This design comes from an exercise in tuning for small area on the open sky130 flow, not from production work. Function was checked by simulation only, so behaviour that the tests miss may differ from the original. Power is estimated from default activity; no workload was simulated.

[design/flow/flow/run.sh]
#!/bin/bash
# The standard layout (standard.sh: ORFS synth..finish, unchanged
# synthesis) with two changes:
#  - clock tree: large leaf clusters on clkbuf_16 and no dummy loads
#  - port buffers: buf_2 instead of the default choice
# All tool output goes to standard.log in this folder.
set -o pipefail
export CTS_ARGS="-sink_clustering_enable -repair_clock_nets -buf_list sky130_fd_sc_hd__clkbuf_16 -sink_clustering_size 28 -sink_clustering_max_diameter 70 -dont_use_dummy_load"
export BUFFER_PORTS_ARGS="-buffer_cell sky130_fd_sc_hd__buf_2"
bash standard.sh > standard.log 2>&1
[design/flow/standard.sh]
#!/bin/bash
# synth_recipe.tcl (not shown) runs the flow's synth.tcl, then flattens the netlist and writes it again
# the make line also repeats each setting of config.mk as NAME=value (left out here)
make -C /OpenROAD-flow-scripts/flow DESIGN_CONFIG=/design/flow/config.mk WORK_HOME=/design/flow/orfs CLKGATE_MAP_FILE= SYNTH_SCRIPT=/design/flow/synth_recipe.tcl "${@:-finish}"
[design/flow/config.mk]
export PLATFORM = sky130hd
export DESIGN_NAME = pc_ctrl_dmem
export DESIGN_NICKNAME = pc_ctrl_dmem
export VERILOG_FILES = /design/flow/design.v
export SDC_FILE = /design/flow/constraint.sdc
export NUM_CORES = 4
export LEC_CHECK = 0
export CAP_MARGIN = 10
export CORE_MARGIN = 2
export CORE_UTILIZATION = 60
export SETUP_SLACK_MARGIN = 0.4
export SLEW_MARGIN = 10
export SYNTH_HIERARCHICAL = 1
export SYNTH_MINIMUM_KEEP_SIZE = 0
[design/flow/constraint.sdc]
create_clock -name core_clock -period 8.0 [get_ports {clock}]
set_input_delay 1.6000 -clock core_clock [delete_from_list [all_inputs] [get_ports {clock}]]
set_output_delay 1.6000 -clock core_clock [all_outputs]
set_load 0.01 [all_outputs]
[design/flow/design.v]
module pc_ctrl_dmem #(
    parameter logic [31:0] PC_RESET = 32'h0000_0000
) (
    input  logic        clock,
    input  logic        reset,
    input  logic [31:0] nextPC,
    output logic [31:0] pc,
    input  logic [5:0]  opcode,
    input  logic [5:0]  funct,
    output logic [2:0]  ALUOp,
    output logic        ALUSrc,
    output logic        RegDst,
    output logic        RegWrite,
    output logic        MemtoReg,
    output logic        MemRead,
    output logic        MemWrite,
    output logic        Branch,
    output logic        Jump,
    input  logic [31:0] Address,
    input  logic [31:0] WriteData,
    output logic [31:0] ReadData
);
    localparam int NP = 32;      
    logic [31:0]   r_pc;
    logic [31:0]   r_mem_h [0:NP-1];
    logic [31:0]   r_mem_t [0:NP-1];
    logic [NP-1:0] r_valid_h;
    logic [NP-1:0] r_valid_t;
    logic          r_pol_h;
    logic          r_pol_t;
    logic          r_pend_we;
    logic [5:0]    r_pend_index;
    logic [31:0]   r_pend_data;
    logic [10:0]   w_ctrl;
    logic          w_re;
    logic          w_we;
    logic [5:0]    w_index;
    logic [4:0]    w_pair;
    logic          w_head;
    logic          w_in_h;
    logic          w_direct;
    logic          w_defer;
    logic          w_commit;
    logic          w_fwd;
    logic          w_pol;
    logic [NP-1:0] w_pair_dec;
    logic [NP-1:0] w_pend_dec;
    logic          w_rd_h;         
    logic          w_rd_t;         
    logic [NP-1:0] w_set_d [0:1];  
    logic [NP-1:0] w_set_p [0:1];  
    logic [NP-1:0] w_keep  [0:1];  
    logic [NP-1:0] w_vh_next;
    logic [NP-1:0] w_vt_next;
    logic [31:0]   w_wd_x [0:1];   
    logic [31:0]   w_pd_x [0:1];   
    logic [63:0]   w_rsel [0:1];   
    logic [63:0]   w_rcol [0:31];
    logic [31:0]   w_tree;
    logic          w_pol_en;
    assign w_re    = w_ctrl[3];
    assign w_we    = w_ctrl[2];
    assign w_index = Address[7:2];
    assign w_pair  = w_index[5:1];
    assign w_head  = r_pol_h ^ r_pol_t;
    assign w_in_h  = (w_index[0] == w_head);
    always_ff @(posedge clock or negedge reset) begin
        if (!reset) begin
            r_pc <= PC_RESET;
        end else begin
            r_pc <= nextPC;
        end
    end
    always_comb begin
        w_ctrl = 11'b000_0000_0000;
        case (opcode)
            6'b000000: begin
                if (funct == 6'b001000) begin
                    w_ctrl = 11'b010_0_0_0_0_0_0_0_1;    
                end else begin
                    w_ctrl = 11'b010_0_1_1_0_0_0_0_0;    
                end
            end
            6'b001000: w_ctrl = 11'b000_1_0_1_0_0_0_0_0;  
            6'b001100: w_ctrl = 11'b011_1_0_1_0_0_0_0_0;  
            6'b001101: w_ctrl = 11'b100_1_0_1_0_0_0_0_0;  
            6'b001010: w_ctrl = 11'b101_1_0_1_0_0_0_0_0;  
            6'b100011: w_ctrl = 11'b000_1_0_1_1_1_0_0_0;  
            6'b101011: w_ctrl = 11'b000_1_0_0_0_0_1_0_0;  
            6'b000100: w_ctrl = 11'b001_0_0_0_0_0_0_1_0;  
            6'b000010: w_ctrl = 11'b111_0_0_0_0_0_0_0_1;  
            default:   w_ctrl = 11'b000_0000_0000;
        endcase
    end
    always_ff @(posedge clock or negedge reset) begin
        if (!reset) begin
            r_pol_h <= 1'b0;
            r_pol_t <= 1'b0;
        end else begin
            r_pol_h <= ~r_pol_t;
            r_pol_t <= r_pol_h;
        end
    end
    assign w_direct = w_we & ~w_in_h;
    assign w_defer  = w_we & w_in_h;
    assign w_commit = r_pend_we & ~(w_direct & (w_pair == r_pend_index[5:1]));
    always_ff @(posedge clock or negedge reset) begin
        if (!reset) begin
            r_pend_we <= 1'b0;
        end else begin
            r_pend_we <= w_defer;
        end
    end
    always_ff @(posedge clock) begin
        r_pend_index <= w_index;
        r_pend_data  <= WriteData;
    end
    always_comb begin
        for (int p = 0; p < NP; p++) begin
            w_pair_dec[p] = (w_pair == 5'(p));
            w_pend_dec[p] = (r_pend_index[5:1] == 5'(p));
        end
    end
    for (genvar p = 0; p < NP; p++) begin : g_ctl
        pcd_pair_valid u_valid (
            .dec    (w_pair_dec[p]),
            .pdec   (w_pend_dec[p]),
            .direct (w_direct),
            .commit (w_commit),
            .defer  (w_defer),
            .vh     (r_valid_h[p]),
            .vt     (r_valid_t[p]),
            .vh_next(w_vh_next[p]),
            .vt_next(w_vt_next[p])
        );
        for (genvar h = 0; h < 2; h++) begin : g_half
            pcd_pair_sel u_sel (
                .dec   (w_pair_dec[p]),
                .pdec  (w_pend_dec[p]),
                .direct(w_direct),
                .commit(w_commit),
                .rd_h  (w_rd_h),
                .rd_t  (w_rd_t),
                .vh    (r_valid_h[p]),
                .vt    (r_valid_t[p]),
                .set_d (w_set_d[h][p]),
                .set_p (w_set_p[h][p]),
                .keep  (w_keep[h][p]),
                .rsel_h(w_rsel[h][2*p]),
                .rsel_t(w_rsel[h][2*p+1])
            );
        end
    end
    assign w_rd_h = w_re & w_in_h;
    assign w_rd_t = w_re & ~w_in_h;
    for (genvar h = 0; h < 2; h++) begin : g_wx
        for (genvar b = 0; b < 32; b++) begin : g_bit
            pcd_xor2 u_wd (.a(WriteData[b]),   .b(r_pol_t), .y(w_wd_x[h][b]));
            pcd_xor2 u_pd (.a(r_pend_data[b]), .b(r_pol_t), .y(w_pd_x[h][b]));
        end
    end
    always_ff @(posedge clock or negedge reset) begin
        if (!reset) begin
            r_valid_h <= '0;
            r_valid_t <= '0;
        end else begin
            r_valid_h <= w_vh_next;
            r_valid_t <= w_vt_next;
        end
    end
    for (genvar p = 0; p < NP; p++) begin : g_pair
        logic [31:0] w_next_h;
        for (genvar b = 0; b < 32; b++) begin : g_bit
            pcd_aoi222 u_in (
                .a1(w_keep[b/16][p]),  .a2(r_mem_t[p][b]),
                .b1(w_set_d[b/16][p]), .b2(w_wd_x[p/16][b]),
                .c1(w_set_p[b/16][p]), .c2(w_pd_x[p/16][b]),
                .y (w_next_h[b])
            );
        end
        always_ff @(posedge clock) begin
            r_mem_h[p] <= w_next_h;
            r_mem_t[p] <= r_mem_h[p];
        end
    end
    assign w_fwd = w_re & r_pend_we & (r_pend_index == w_index);
    assign w_pol = w_in_h ? r_pol_h : r_pol_t;
    assign w_pol_en = w_pol & (w_fwd | (|w_rsel[0]));
    for (genvar b = 0; b < 32; b++) begin : g_rd
        for (genvar p = 0; p < NP; p++) begin : g_col
            assign w_rcol[b][2*p]   = r_mem_h[p][b];
            assign w_rcol[b][2*p+1] = r_mem_t[p][b];
        end
        pcd_rd_bit u_rd (
            .sel (w_rsel[b/16]),
            .q   (w_rcol[b]),
            .fsel(w_fwd),
            .fq  (w_pd_x[b/16][b]),
            .d   (w_tree[b])
        );
    end
    assign ReadData = w_tree ^ {32{w_pol_en}};
    assign pc       = r_pc;
    assign ALUOp    = w_ctrl[10:8];
    assign ALUSrc   = w_ctrl[7];
    assign RegDst   = w_ctrl[6];
    assign RegWrite = w_ctrl[5];
    assign MemtoReg = w_ctrl[4];
    assign MemRead  = w_ctrl[3];
    assign MemWrite = w_ctrl[2];
    assign Branch   = w_ctrl[1];
    assign Jump     = w_ctrl[0];
endmodule
module pcd_pair_valid (
    input  logic dec,        
    input  logic pdec,       
    input  logic direct,     
    input  logic commit,     
    input  logic defer,      
    input  logic vh,
    input  logic vt,
    output logic vh_next,
    output logic vt_next
);
    assign vh_next = (dec & direct) | (pdec & commit) | vt;
    assign vt_next = vh & ~(dec & defer);
endmodule
module pcd_pair_sel (
    input  logic dec,        
    input  logic pdec,       
    input  logic direct,     
    input  logic commit,     
    input  logic rd_h,       
    input  logic rd_t,       
    input  logic vh,
    input  logic vt,
    output logic set_d,
    output logic set_p,
    output logic keep,
    output logic rsel_h,
    output logic rsel_t
);
    assign set_d  = dec & direct;
    assign set_p  = pdec & commit;
    assign keep   = ~(set_d | set_p);
    assign rsel_h = dec & rd_h & vh;
    assign rsel_t = dec & rd_t & vt;
endmodule
module pcd_xor2 (
    input  logic a, b,
    output logic y
);
    assign y = a ^ b;
endmodule
module pcd_rd_bit (
    input  logic [63:0] sel,
    input  logic [63:0] q,
    input  logic        fsel,
    input  logic        fq,
    output logic        d
);
    logic [21:0] w_n;      
    logic [5:0]  w_p;      
    logic [2:0]  w_m;      
    for (genvar k = 0; k < 21; k++) begin : g_aoi
        pcd_aoi222 u_aoi (
            .a1(sel[3*k]),   .a2(q[3*k]),
            .b1(sel[3*k+1]), .b2(q[3*k+1]),
            .c1(sel[3*k+2]), .c2(q[3*k+2]),
            .y (w_n[k])
        );
    end
    pcd_aoi22 u_last (.a1(sel[63]), .a2(q[63]), .b1(fsel), .b2(fq), .y(w_n[21]));
    for (genvar k = 0; k < 5; k++) begin : g_nand
        pcd_nand4 u_nand (.a(w_n[4*k]), .b(w_n[4*k+1]), .c(w_n[4*k+2]), .d(w_n[4*k+3]),
                          .y(w_p[k]));
    end
    pcd_nand2 u_nand5 (.a(w_n[20]), .b(w_n[21]), .y(w_p[5]));
    for (genvar k = 0; k < 3; k++) begin : g_nor
        pcd_nor2 u_nor (.a(w_p[2*k]), .b(w_p[2*k+1]), .y(w_m[k]));
    end
    pcd_nand3 u_out (.a(w_m[0]), .b(w_m[1]), .c(w_m[2]), .y(d));
endmodule
module pcd_aoi222 (
    input  logic a1, a2, b1, b2, c1, c2,
    output logic y
);
    assign y = ~((a1 & a2) | (b1 & b2) | (c1 & c2));
endmodule
module pcd_aoi22 (
    input  logic a1, a2, b1, b2,
    output logic y
);
    assign y = ~((a1 & a2) | (b1 & b2));
endmodule
module pcd_nand2 (
    input  logic a, b,
    output logic y
);
    assign y = ~(a & b);
endmodule
module pcd_nand3 (
    input  logic a, b, c,
    output logic y
);
    assign y = ~(a & b & c);
endmodule
module pcd_nand4 (
    input  logic a, b, c, d,
    output logic y
);
    assign y = ~(a & b & c & d);
endmodule
module pcd_nor2 (
    input  logic a, b,
    output logic y
);
    assign y = ~(a | b);
endmodule
==> impl_metrics.json <==
{
  "period_needed_ns": 7.45,
  "port_buffers": 158,
  "io_pins": 185,
  "drive_gt1_share_pct": 15.4,
  "cp.required_ns": 6.40,
  "skew_ns": 0.0651,
  "cts_tree": "yes",
  "vias": 55400,
  "post-place-cells": 6845,
  "cts_resized": 0,
  "start_kind": "input pin",
  "grt_usage_pct": 37.3,
  "drc": 0,
  "finalSetupViolCount": 0,
  "die_area_um2": 117000,
  "postSynthCellCount": 4963,
  "synth_seq_cells": 2185,
  "core_um2": 114000,
  "synth_top_area_share_pct": 60.7,
  "die_width_um": 343,
  "path_clk_slew_ns": 0.10,
  "layout_commonest_cell": "dfxtp_1",
  "powerDensity_nw_per_um2": 227,
  "avgSynthCellArea_um2": 13.9,
  "r2r_end": "r_mem_h[25][11]$_DFF_P_",
  "holdPathStages": 0,
  "synth_edf_count": 0,
  "fin_area_um2": 76400,
  "syn_area_um2": 68800,
  "drt_iter0_drc": 14500,
  "place.gp.congestion": 0.947,
  "fin_crit_sh_pct": 93.1,
  "post-place-ws_ns": 0.737,
  "layout_common_cells": "dfxtp_1, a222oi_1, buf_4",
  "synthArstFlopShare_pct": 4.53,
  "synth_top_area_cell": "dfxtp_1",
  "num_rows": 124,
  "r2r_slack_ns": 4.16,
  "min-delay-start": "r_mem_h[11][5]$_DFF_P_",
  "slew_headroom_pct": 3.09,
  "clk_latency_ns": 0.75,
  "grt_pass1_vias": 53000,
  "critPathKind": "in2out",
  "setup_tns_ns": 0,
  "ys_seq_area_share_pct": 64.3,
  "start_util_pct": 60.3,
  "maxCapViolCount": 0,
  "rsz0062_at_grt": "no",
  "finalHoldViolations": 0,
  "numCtsBuffers": 108,
  "fmax_ghz": 0.134,
  "dpl_cell_area_um2": 73600,
  "cts-root-buf": "clkbuf_16",
  "ant_nets": 0,
  "hold_end": "r_mem_t[11][5]$_DFF_P_",
  "postCtsSetupRepairBufs": 0,
  "status": "complete, no violations",
  "path_max_fanout": 27,
  "peakVddDrop_mv": 0.206,
  "fp.dieH_um": 343,
  "end_kind": "output pin",
  "wl_per_cell_um": 32.9,
  "power_mw": 17.3,
  "leakagePower_nw": 29.6,
  "syn_nets": 5073,
  "grt_start_max_net_pins": 95,
  "finalMaxSlewViolations": 0,
  "ys_top_cells_by_area": "dfxtp_1, a222oi_1, dfrtp_1",
  "dp_hpwl_um": 153000,
  "synth-warning-count": 19,
  "grt_overflow": 0,
  "viasPerCell": 7.96,
  "antenna_found_initial": 7,
  "hold_class": "reg2reg",
  "r2r-start": "r_pol_t$_DFF_PN0_",
  "htreeDepth": 3,
  "worstMarginPinSlew_ns": 1.45,
  "cts_sinks": 2185,
  "stdcell_count": 6955,
  "fin_ws_ns": 0.550,
  "clockBufferDepth": 3,
  "synth_flop_cell": "dfxtp_1",
  "holdBufCountCts": 0,
  "area_growth_pct": 11.0,
  "reg2regPathDepth": 4,
  "cp.arrival_ns": 5.85,
  "totalWireLength_um": 229000,
  "grt_pass1_wl_um": 339000,
  "nets": 5553,
  "synthDistinctLibCells": 45,
  "firstDrtPassIters": 15
}
per-stage QoR:
step	util (%)	hold slack (ns)
5_1_grt	67.0	0.303
3_5_place_dp	64.6	0.335
6_report	67.0	0.291
4_1_cts	67.0	0.301
3_3_place_gp	64.6	0.330
2_1_floorplan	-	0.330
how the worst max path moves through the flow:
stage / slack (ns) / to / cells past startpoint / from
after floorplan: -1.90 / r_mem_h[0][10]$_DFF_P_ / 6 / r_pol_t$_DFF_PN0_
after global placement: 0.75 / ReadData[22] / 12 / Address[2]
after detailed placement: 0.74 / ReadData[30] / 12 / Address[2]
after CTS: 0.71 / ReadData[30] / 12 / Address[2]
after global routing: 0.55 / ReadData[24] / 12 / Address[2]
final: 0.55 / ReadData[31] / 12 / Address[2]
metal layers:
metal / global-route usage [%] / wire length [µm]
met5: 0 / 76
met4: 12.6 / 7080
met3: 9.00 / 29700
met2: 55.7 / 100000
met1: 53.1 / 91300
power by group:
part           switching, mW  internal, mW
combinational          0.363         0.144
sequential            0.0828          11.0
clock                   3.33          2.40
total                   3.77          13.6
state kept, by name (all words and copies together) (netlist names):
register	count
r_mem_h	1024
r_mem_t	1024
r_pc	32
r_pend_data	32
r_pend_index	6
r_pend_we	1
r_pol_h	1
r_pol_t	1
r_valid_h	32
r_valid_t	32
critical path, cell delays in order:
cell,delay (ns)
buf_2,0.14
xnor2_2,0.16
xnor2_1,0.36
nor2_4,0.24
and3_2,0.45
nor4_1,1.10
nand4_1,0.42
nor4_2,0.45
a21oi_4,0.13
buf_4,0.35
xor2_1,0.21
buf_2,0.17
final cells by class:
type / instances / area (µm²)
Antenna cell: 2 / 5.00
Clock buffer: 108 / 2700
Fill cell: 8690 / 37700
Inverter: 5 / 18.8
Multi-Input combinational cell: 2757 / 25000
Sequential cell: 2185 / 44200
Tap cell: 1512 / 1890
Timing Repair Buffer: 386 / 2520
kinds of logic (layout without fill, tap and decap cells):
logic type      count (synthesis)  in the layout  share of synthesized area (%)
flops                        2185           2185                           64.3
compound gates               1863           1863                           26.8
simple gates                  724            724                           6.17
xor+xnor                      169            169                           2.48
buf+inv                        21            499                          0.193
mux                             1              1                         0.0146
other cells                     0              2                              0
modules after synthesis (local to each module, per instance), excerpt:
module / times used / cells inside / area [µm²]
pc_ctrl_dmem: 1 / 2403 / 45800
pcd_aoi22: 32 / 1 / 12.5
pcd_nand2: 32 / 1 / 3.75
pcd_nor2: 96 / 1 / 3.75
pcd_aoi222: 1696 / 1 / 10.0
pcd_pair_valid: 32 / 2 / 17.5
pcd_nand4: 160 / 1 / 6.26
pcd_pair_sel: 64 / 5 / 36.3
pcd_xor2: 128 / 1 / 8.76
pcd_nand3: 32 / 1 / 5.00
Yosys cell counts, types with 32 or more instances:
master and number:
a22oi_1 64, nand2_1 44, xor2_1 135, dfrtp_1 99, a21boi_0 32, nand3_1 34
a22oi_2 32, dfxtp_1 2086, a222oi_1 1696, nor2_1 174, and3_2 128, a221o_1 32
nand4_1 164, and2_1 64, and2_2 64

## what the ideal ports hide
The flow's constraints put no driver on any port. The routed layout listed below was extracted and timed again, unchanged, in two steps. Step 1: set_driving_cell puts a clkbuf_16 on clock and a buf_2 on each other input, an assumption about the parent block. Step 2, shift: input delay + t, output delay - t, t = (earliest + latest rising clock arrival at the registers) / 2. This alone moves slack from input paths to output paths. Three values: ideal, step 1, step 2; two values: the first two.
t, ns: 0.793
setup slack, ns: 0.550 / 0.423 / 0.423
worst setup path at the end: input to output
worst register clock-pin slew, ns: 0.11 / 0.11
cell pins on the clock port's net: 1
After both steps setup and hold are still met in this run. The setup slack of this run moves by -0.127 ns with the drivers and by -0.127 ns with both steps.
